This design comes from an exercise in tuning for small area on the open sky130 flow, not from production work. Only simulation tests tie the RTL to the original design; equivalence was not proved. Power and IR drop assume default switching activity.

$ cat design.v
`timescale 1ns/10ps
`default_nettype none
module serial_debug (
    input  wire        i_clk,
    input  wire        i_rst_n,
    input  wire        i_enable,            
    input  wire        i_frame_tick,
    input  wire        i_pixel_valid,
    input  wire [11:0] i_cpu_pc,
    input  wire [15:0] i_cpu_instr_count,
    input  wire        i_cpu_running,
    input  wire        i_pixel_strobe,
    input  wire [31:0] i_pixel_count,
    input  wire [9:0]  i_pixel_x,
    input  wire [9:0]  i_pixel_y,
    input  wire [2:0]  i_pixel_brightness,
    output logic       o_uart_tx
);
    localparam logic [3:0] PH_IDLE  = 4'd0;
    localparam logic [3:0] PH_PRE   = 4'd1;    
    localparam logic [3:0] PH_START = 4'd2;
    localparam logic [3:0] PH_STOP  = 4'd3;
    logic        r_tick_d, r_strobe_d;
    logic        r_freq, r_preq;
    logic [15:0] r_fcnt;             
    logic [15:0] r_pv_cnt;           
    logic [15:0] r_pv_lat;           
    logic [31:0] r_cnt;
    logic [9:0]  r_x, r_y;
    logic [2:0]  r_bri;
    logic        r_lact;             
    logic        r_lastc;            
    logic        r_src;              
    logic [4:0]  r_idx;              
    logic [3:0]  r_ph;
    logic [8:0]  r_cc;               
    wire tick_rise   = i_frame_tick & ~r_tick_d;
    wire strobe_rise = i_pixel_strobe & ~r_strobe_d;
    wire grant  = ~r_lact & (r_preq | r_freq);
    wire pgrant = ~r_lact & r_preq;
    wire fgrant = ~r_lact & r_freq & ~r_preq;
    function automatic logic [15:0] bcd_inc(input logic [15:0] v);
        logic c;
        c = 1'b1;
        for (int i = 0; i < 4; i++) begin
            if (c) begin
                if (v[4*i +: 4] == 4'd9) v[4*i +: 4] = 4'd0;
                else begin
                    v[4*i +: 4] = v[4*i +: 4] + 4'd1;
                    c = 1'b0;
                end
            end
        end
        bcd_inc = v;
    endfunction
    always_ff @(posedge i_clk) begin
        if (!i_rst_n) begin
            r_tick_d   <= 1'b0;
            r_strobe_d <= 1'b0;
            r_fcnt     <= 16'hFFFF;
            r_pv_cnt   <= 16'd0;
            r_freq     <= 1'b0;
            r_preq     <= 1'b0;
        end else begin
            r_tick_d   <= i_frame_tick;
            r_strobe_d <= i_pixel_strobe;
            if (tick_rise) begin
                r_fcnt   <= r_fcnt + 16'd1;
                r_pv_cnt <= {15'd0, i_pixel_valid};
            end else if (i_pixel_valid) begin
                r_pv_cnt <= bcd_inc(r_pv_cnt);
            end
            if (!i_enable)        r_freq <= 1'b0;
            else if (tick_rise)   r_freq <= 1'b1;
            else if (fgrant)      r_freq <= 1'b0;
            if (!i_enable)        r_preq <= 1'b0;
            else if (strobe_rise) r_preq <= 1'b1;
            else if (pgrant)      r_preq <= 1'b0;
        end
    end
    always_ff @(posedge i_clk) begin
        if (tick_rise)
            r_pv_lat <= r_pv_cnt;
        if (strobe_rise) begin
            r_cnt <= i_pixel_count;
            r_x   <= i_pixel_x;
            r_y   <= i_pixel_y;
            r_bri <= i_pixel_brightness;
        end
    end
    wire       bit_done = (r_cc == 9'd441);
    wire [4:0] last_idx = r_src ? 5'd24 : 5'd30;
    always_ff @(posedge i_clk) begin
        if (!i_rst_n) begin
            r_lact  <= 1'b0;
            r_lastc <= 1'b0;
            r_ph    <= PH_IDLE;
        end else begin
            if (grant)
                r_lact <= 1'b1;
            case (r_ph)
                PH_IDLE:  if (r_lact) r_ph <= PH_PRE;
                PH_PRE:   r_ph <= PH_START;
                PH_START: begin
                    if (r_cc == 9'd0 && !r_lastc && r_idx == last_idx) begin
                        r_lact  <= 1'b0;
                        r_lastc <= 1'b1;
                    end
                    if (bit_done) r_ph <= 4'd8;
                end
                PH_STOP:  if (bit_done) begin
                    r_ph    <= PH_IDLE;
                    r_lastc <= 1'b0;
                end
                default:  if (bit_done) r_ph <= (r_ph == 4'd15) ? PH_STOP : r_ph + 4'd1;
            endcase
        end
    end
    always_ff @(posedge i_clk) begin
        if (r_ph == PH_IDLE || r_ph == PH_PRE || bit_done)
            r_cc <= 9'd0;
        else
            r_cc <= r_cc + 9'd1;
        if (grant) begin
            r_src <= r_preq;
            r_idx <= 5'd0;
        end else if (r_ph == PH_STOP && bit_done && !r_lastc) begin
            r_idx <= r_idx + 5'd1;
        end
    end
    logic [35:0] s1;
    logic [11:0] s2, s3;
    logic [2:0]  s4;
    wire [4:0] k      = r_cc[4:0];
    wire       conv   = (r_ph == PH_START) & ~r_lastc & r_src & (r_idx == 5'd0) & (r_cc[8:5] == 4'd0);
    wire       convxy = conv & (k < 5'd10);
    wire       rotph  = (r_ph == PH_STOP) & ~r_lastc & (r_cc[8:2] == 7'd0);
    logic sel1, sel2, sel3;
    always_comb begin
        sel1 = 1'b0; sel2 = 1'b0; sel3 = 1'b0;
        if (r_src) begin
            if (r_idx >= 5'd2 && r_idx <= 5'd6)   sel1 = 1'b1;
            if (r_idx >= 5'd10 && r_idx <= 5'd12) sel2 = 1'b1;
            if (r_idx >= 5'd16 && r_idx <= 5'd18) sel3 = 1'b1;
        end else begin
            if ((r_idx >= 5'd2 && r_idx <= 5'd5) || (r_idx >= 5'd16 && r_idx <= 5'd19) || r_idx == 5'd23)
                sel1 = 1'b1;
            if (r_idx >= 5'd10 && r_idx <= 5'd12) sel2 = 1'b1;
            if (r_idx >= 5'd24 && r_idx <= 5'd26) sel3 = 1'b1;
        end
    end
    logic [35:0] a1;
    logic [11:0] a2, a3;
    always_comb begin
        a1 = s1;
        for (int j = 0; j < 5; j++)
            if (conv && k >= 5'(4*j) && s1[4*j +: 4] >= 4'd5)
                a1[4*j +: 4] = s1[4*j +: 4] + 4'd3;
    end
    function automatic logic [11:0] adj3(input logic [11:0] v, input logic [4:0] kk);
        logic [11:0] a;
        a = v;
        if (kk >= 5'd2 && v[3:0] >= 4'd5) a[3:0]  = v[3:0] + 4'd3;
        if (kk >= 5'd6 && v[7:4] >= 4'd5) a[7:4]  = v[7:4] + 4'd3;
        if (kk >= 5'd9 && v[10:8] >= 3'd5) a[10:8] = v[10:8] + 3'd3;
        adj3 = a;
    endfunction
    always_comb begin
        a2 = convxy ? adj3(s2, k) : s2;
        a3 = convxy ? adj3(s3, k) : s3;
    end
    wire rot1 = conv   | (rotph & sel1);
    wire rot2 = convxy | (rotph & sel2);
    wire rot3 = convxy | (rotph & sel3);
    always_ff @(posedge i_clk) begin
        if (pgrant) begin
            s1 <= {r_cnt, 4'd0};
            s2 <= {r_x, 2'd0};
            s3 <= {r_y, 2'd0};
            s4 <= r_bri;
        end else if (fgrant) begin
            s1 <= {i_cpu_instr_count[11:0], r_pv_lat[15:12], r_fcnt, i_cpu_instr_count[15:12]};
            s2 <= i_cpu_pc;
            s3 <= r_pv_lat[11:0];
            s4 <= {2'b00, i_cpu_running};
        end else begin
            if (rot1) s1 <= {a1[34:0], s1[35]};
            if (rot2) s2 <= {a2[10:0], s2[11]};
            if (rot3) s3 <= {a3[10:0], s3[11]};
        end
    end
    function automatic logic [7:0] hex_ascii(input logic [3:0] n);
        hex_ascii = (n < 4'd10) ? (8'd48 + {4'd0, n}) : (8'd55 + {4'd0, n});
    endfunction
    wire [3:0] h1 = s1[19:16];
    wire [3:0] h2 = s2[11:8];
    wire [3:0] h3 = s3[11:8];
    logic [7:0] ch;
    always_comb begin
        if (r_src) begin
            case (r_idx)
                5'd0:  ch = "P";
                5'd1:  ch = ":";
                5'd2, 5'd3, 5'd4, 5'd5, 5'd6: ch = hex_ascii(h1);
                5'd8:  ch = "X";
                5'd9:  ch = ":";
                5'd10, 5'd11, 5'd12: ch = hex_ascii(h2);
                5'd14: ch = "Y";
                5'd15: ch = ":";
                5'd16, 5'd17, 5'd18: ch = hex_ascii(h3);
                5'd20: ch = "B";
                5'd21: ch = ":";
                5'd22: ch = {5'b00110, s4};
                5'd23: ch = 8'h0D;
                5'd24: ch = 8'h0A;
                default: ch = " ";
            endcase
        end else begin
            case (r_idx)
                5'd0:  ch = "F";
                5'd1:  ch = ":";
                5'd2, 5'd3, 5'd4, 5'd5: ch = hex_ascii(h1);
                5'd7:  ch = "P";
                5'd8:  ch = "C";
                5'd9:  ch = ":";
                5'd10, 5'd11, 5'd12: ch = hex_ascii(h2);
                5'd14: ch = "I";
                5'd15: ch = ":";
                5'd16, 5'd17, 5'd18, 5'd19: ch = hex_ascii(h1);
                5'd21: ch = "V";
                5'd22: ch = ":";
                5'd23: ch = hex_ascii(h1);
                5'd24, 5'd25, 5'd26: ch = hex_ascii(h3);
                5'd28: ch = s4[0] ? "R" : ".";
                5'd29: ch = 8'h0D;
                5'd30: ch = 8'h0A;
                default: ch = " ";
            endcase
        end
        if (r_lastc)
            ch = 8'h0A;
    end
    always_comb begin
        if (r_ph[3])
            o_uart_tx = ch[r_ph[2:0]];
        else
            o_uart_tx = (r_ph != PH_START);
    end
endmodule
`default_nettype wire
$ cat run.sh
#!/bin/bash
# synth_recipe.tcl (not shown) runs the flow's synth.tcl, then flattens the netlist and writes it again
# the make line also repeats each setting of config.mk as NAME=value (left out here)
make -C /OpenROAD-flow-scripts/flow DESIGN_CONFIG=/design/flow/config.mk WORK_HOME=/design/flow/orfs CLKGATE_MAP_FILE= SYNTH_SCRIPT=/design/flow/synth_recipe.tcl finish
$ cat config.mk
export PLATFORM = sky130hd
export DESIGN_NAME = serial_debug
export DESIGN_NICKNAME = serial_debug
export VERILOG_FILES = /design/flow/design.v
export SDC_FILE = /design/flow/constraint.sdc
export NUM_CORES = 4
export LEC_CHECK = 0
export CAP_MARGIN = 20
export CORE_MARGIN = 2
export CORE_UTILIZATION = 40
export SLEW_MARGIN = 20
$ cat constraint.sdc
create_clock -name core_clock -period 30.0 [get_ports {i_clk}]
set_input_delay 6.0000 -clock core_clock [delete_from_list [all_inputs] [get_ports {i_clk}]]
set_output_delay 6.0000 -clock core_clock [all_outputs]
set_load 0.01 [all_outputs]
==> summary.txt <==
* Status: complete, no violations
* Vias in the first global route at 8176
* Postcts setup bufs at 0
* RD Place Congestion at 0.853
* Root Buffer Master: clkbuf_16
* Initial drt markers at 625
* Critical path cell sequence: inv_1 -> ha_1 -> or3b_1 -> o311ai_2 -> nand2_4 -> o41ai_4 -> a21oi_2 -> o311a_1 -> o31ai_2 -> a22oi_1 -> clkdlybuf4s50_1
* Yosys top cell by area: edfxtp_1
* Top_reg_cell synth: edfxtp_1
* Power Density at 59.8 mW/mm^2
* Post-route ant nets at 0
* Post-synth EDFFs at 127
* GR Util All Layers at 20.0%
* Initial core utilization at 40.9%
* Final Setup Violations at 0
* Most frequent cells in the layout: 127 x edfxtp_1, 90 x o21ai_0, 90 x nand2_1, 90 x clkdlybuf4s50_1, 87 x nor2_1
* Slew margin rel. at 28.3%
* Syn Nets at 1220
* Post-synth top area share at 35.6%
* WL final at 27800 microns
* Clock slew at reported path FFs at 0.08 ns
* Worst Skew at 0.0145 ns
* M1 WL at 13000 microns
* TritonRoute pass-1 iters at 5
* CP Buf/Inv Count at 2
* WP data arrival at 4.13 ns
* TritonCTS Buffers at 17
* CTS sink cnt at 191
* Top-Level Pins at 91
* Nets at 1276
* Slowest stage cell on the critical path: dfxtp_1
* CP max stage delay at 0.57 ns
* Crit path capture type: output port
* Distinct cells, synth at 88
* Initial antenna violation count at 0
* Die Span Y at 168 microns
* Required @ worst endpoint at 24.00 ns
* Crit-path max FO at 12
* CTS Hold Buffers Added at 0
* Startpoint Class: flip-flop
* Pleak at 4.42 nW
* Port buffer count at 90
* Largest net degree at the start of global routing at 57
* CORE AREA at 0.0262 sq mm
* CTS tree: built
* Worst Hold Class: reg2reg
* Setup CP Type: reg2out
* Post-synthesis async set-or-reset flop share at 0%
* WL met3 at 1240 microns
* Seq/Total Area, Yosys at 47.5%
* Mapped Cells at 1095
* Post-Route Utilization at 47.5%
* Die Area at 0.0281 sq mm
* Crit share post-route at 33.8%
* Vias per cell at 5.68
* Rows at 59
* Via count at 8510
* Die width at 168 microns
* FF+latch count, synth at 191
* Share of layout cells above drive strength 1 at 7.22%
* Worst-Skew Late Latency at 0.43 ns
* Global route overflow at 0
* Max Slew Vio Count at 0
* Final Hold Fails at 0
* DRC at 0
* RSZ-0062 raised after global routing: no
* Final Critical Period at 10.13 ns
* Area growth, synth to finish at 16.3%
* Synth Cell Area at 0.0107 sq mm
* IR Drop Worst-Case VDD at 39.4 uV
* First-pass GRT wire length at 44400 microns
* Gates resized, CTS repair at 0
* Setup TNS at 0 ns
* # H-tree levels at 4
* Clock buffer depth at 2
* Fill cells at 2423
* Synth top area cells: edfxtp_1 36%, dfxtp_1 12%, o21ai_0 4.3%
* Routed WL per cell at 18.5 microns
* Met2 wire length at 13000 microns
* Max-cap violations at 0
* Crit path max-delay family: compound AO/OA/AOI/OAI gates
* Max Fclk at 98.7 MHz
* DR top layer: met4
* # diodes at 0
* Ys Warns at 1
* Syn_area_per_cell at 9.79 sq um
* Detail Placement HPWL at 18900 microns
* Commonest non-fill, non-tap cell in the layout: edfxtp_1
* Least-Margin Pin Slew at 1.07 ns
==> kinds of logic after synthesis <==
family / share of synthesized area [%]
and+or+nand+nor: 17.1
AOI/OAI and AO/OA: 21.6
DFF: 47.5
buffers and inverters: 4.08
xor gates and xnor gates: 4.41
adders and majority gates: 4.09
muxes: 1.24
==> cell usage after synthesis, types with 5 or more instances <==
| cell type | number |
|---|---|
| clkbuf_1 | 51 |
| and3_1 | 13 |
| mux2i_1 | 11 |
| o21ai_0 | 92 |
| a21oi_1 | 74 |
| nand2b_1 | 22 |
| xor2_1 | 24 |
| nor2_1 | 89 |
| ha_1 | 35 |
| nor2b_1 | 16 |
| o211ai_1 | 13 |
| nand2_1 | 90 |
| dfxtp_1 | 64 |
| xnor2_1 | 30 |
| a22oi_1 | 45 |
| nor3_1 | 19 |
| o21ai_1 | 6 |
| and2_1 | 10 |
| o22ai_1 | 18 |
| nor3b_1 | 5 |
| nand4_1 | 12 |
| a21o_1 | 17 |
| buf_2 | 7 |
| inv_1 | 37 |
| nand3_1 | 26 |
| o21a_1 | 7 |
| edfxtp_1 | 127 |
| a211oi_1 | 12 |
| a31oi_1 | 8 |
| or3_1 | 7 |
==> worst reg2reg max path, delay by kind of cell, from the launching register on <==
| kind | cells | cell delay, ns |
|---|---|---|
| buffers and inverters | 1 | 0.24 |
| and+or+nand+nor | 2 | 0.99 |
| DFF | 1 | 0.44 |
| AOI/OAI and AO/OA | 2 | 1.11 |
| adders and majority gates | 1 | 0.46 |
==> worst paths after layout <==
check | start | end | slack (ns) | cells after the start
max | r_idx[0] | o_uart_tx | 19.87 | 11
min | r_pv_cnt[7] | r_pv_lat[7] | 0.49 | 0
max reg2reg | r_idx[0] | s3[8] | 26.39 | 6
min reg2reg | r_pv_cnt[7] | r_pv_lat[7] | 0.49 | 0
==> power breakdown <==
part | total, mW | leakage (nW) | internal (mW) | switching, mW
clock | 0.229 | 0.293 | 0.117 | 0.113
combinational | 0.170 | 2.39 | 0.0746 | 0.0957
sequential | 0.346 | 1.74 | 0.316 | 0.0306
==> flip-flops by register name, summed over array words and instances (netlist names) <==
name        cells
s1             36
r_preq          1
r_cnt          32
r_tick_d        1
r_strobe_d      1
r_x            10
r_y            10
r_pv_cnt       16
s3             12
r_bri           3
r_ph            4
r_cc            9
s4              3
r_lact          1
r_lastc         1
r_pv_lat       16
r_freq          1
s2             12
r_src           1
r_fcnt         16
r_idx           5
==> metrics by stage <==
step                      power, mW  cell area, sq um  setup slack, ns  hold slack [ns]  instances
final                         0.746             12500            19.87            0.487       1499
after CTS                     0.748             12500            19.84            0.488       1499
after global placement        0.518             11900            20.38            0.456       1467
after detailed placement      0.521             11900            20.31            0.468       1467
after global routing          0.786             12500            19.53            0.495       1499
after floorplan               0.466             10700            21.06            0.406       1095
==> layer usage <==
layer | global-route usage [%] | vias up
met4 | 6.50 | 0
met2 | 32.6 | 225
met1 | 27.6 | 4077
li1 | - | 4171
met3 | 2.72 | 37
met5 | 0 | -
==> final cells by class <==
cell class	instances	area, sq um	share of cell area (%)
well taps	335	419	3.36
clock buffers	19	454	3.65
repair buffers	103	998	8.01
inverters	39	146	1.17
clock inverters	13	140	1.12
multi-input cells	799	5200	41.8
flip-flops and latches	191	5100	40.9

## port drivers added, routing unchanged
The flow's constraints put no driver on any port. The routed layout listed below was extracted and timed again, unchanged, in two steps. Step 1 (the two cells are an assumption about what drives the block):
set clk [get_ports {i_clk}]
set_driving_cell -lib_cell sky130_fd_sc_hd__clkbuf_16 $clk
set_driving_cell -lib_cell sky130_fd_sc_hd__buf_2 [delete_from_list [all_inputs] $clk]
Step 2 also shifts input and output timing later by t, the mid clock arrival at the registers, as if the neighbouring blocks saw the same clock. Three values: ideal ports, drivers, drivers and shift; two values: the first two.
shift t [ns]: 0.474
setup slack, ns: 19.866 / 19.818 / 20.292
worst data-port slew with drivers (ns): 0.05
After both steps this run still meets setup and hold. For this run, drivers alone change the setup slack by -0.048 ns; drivers and shift together by +0.426 ns.
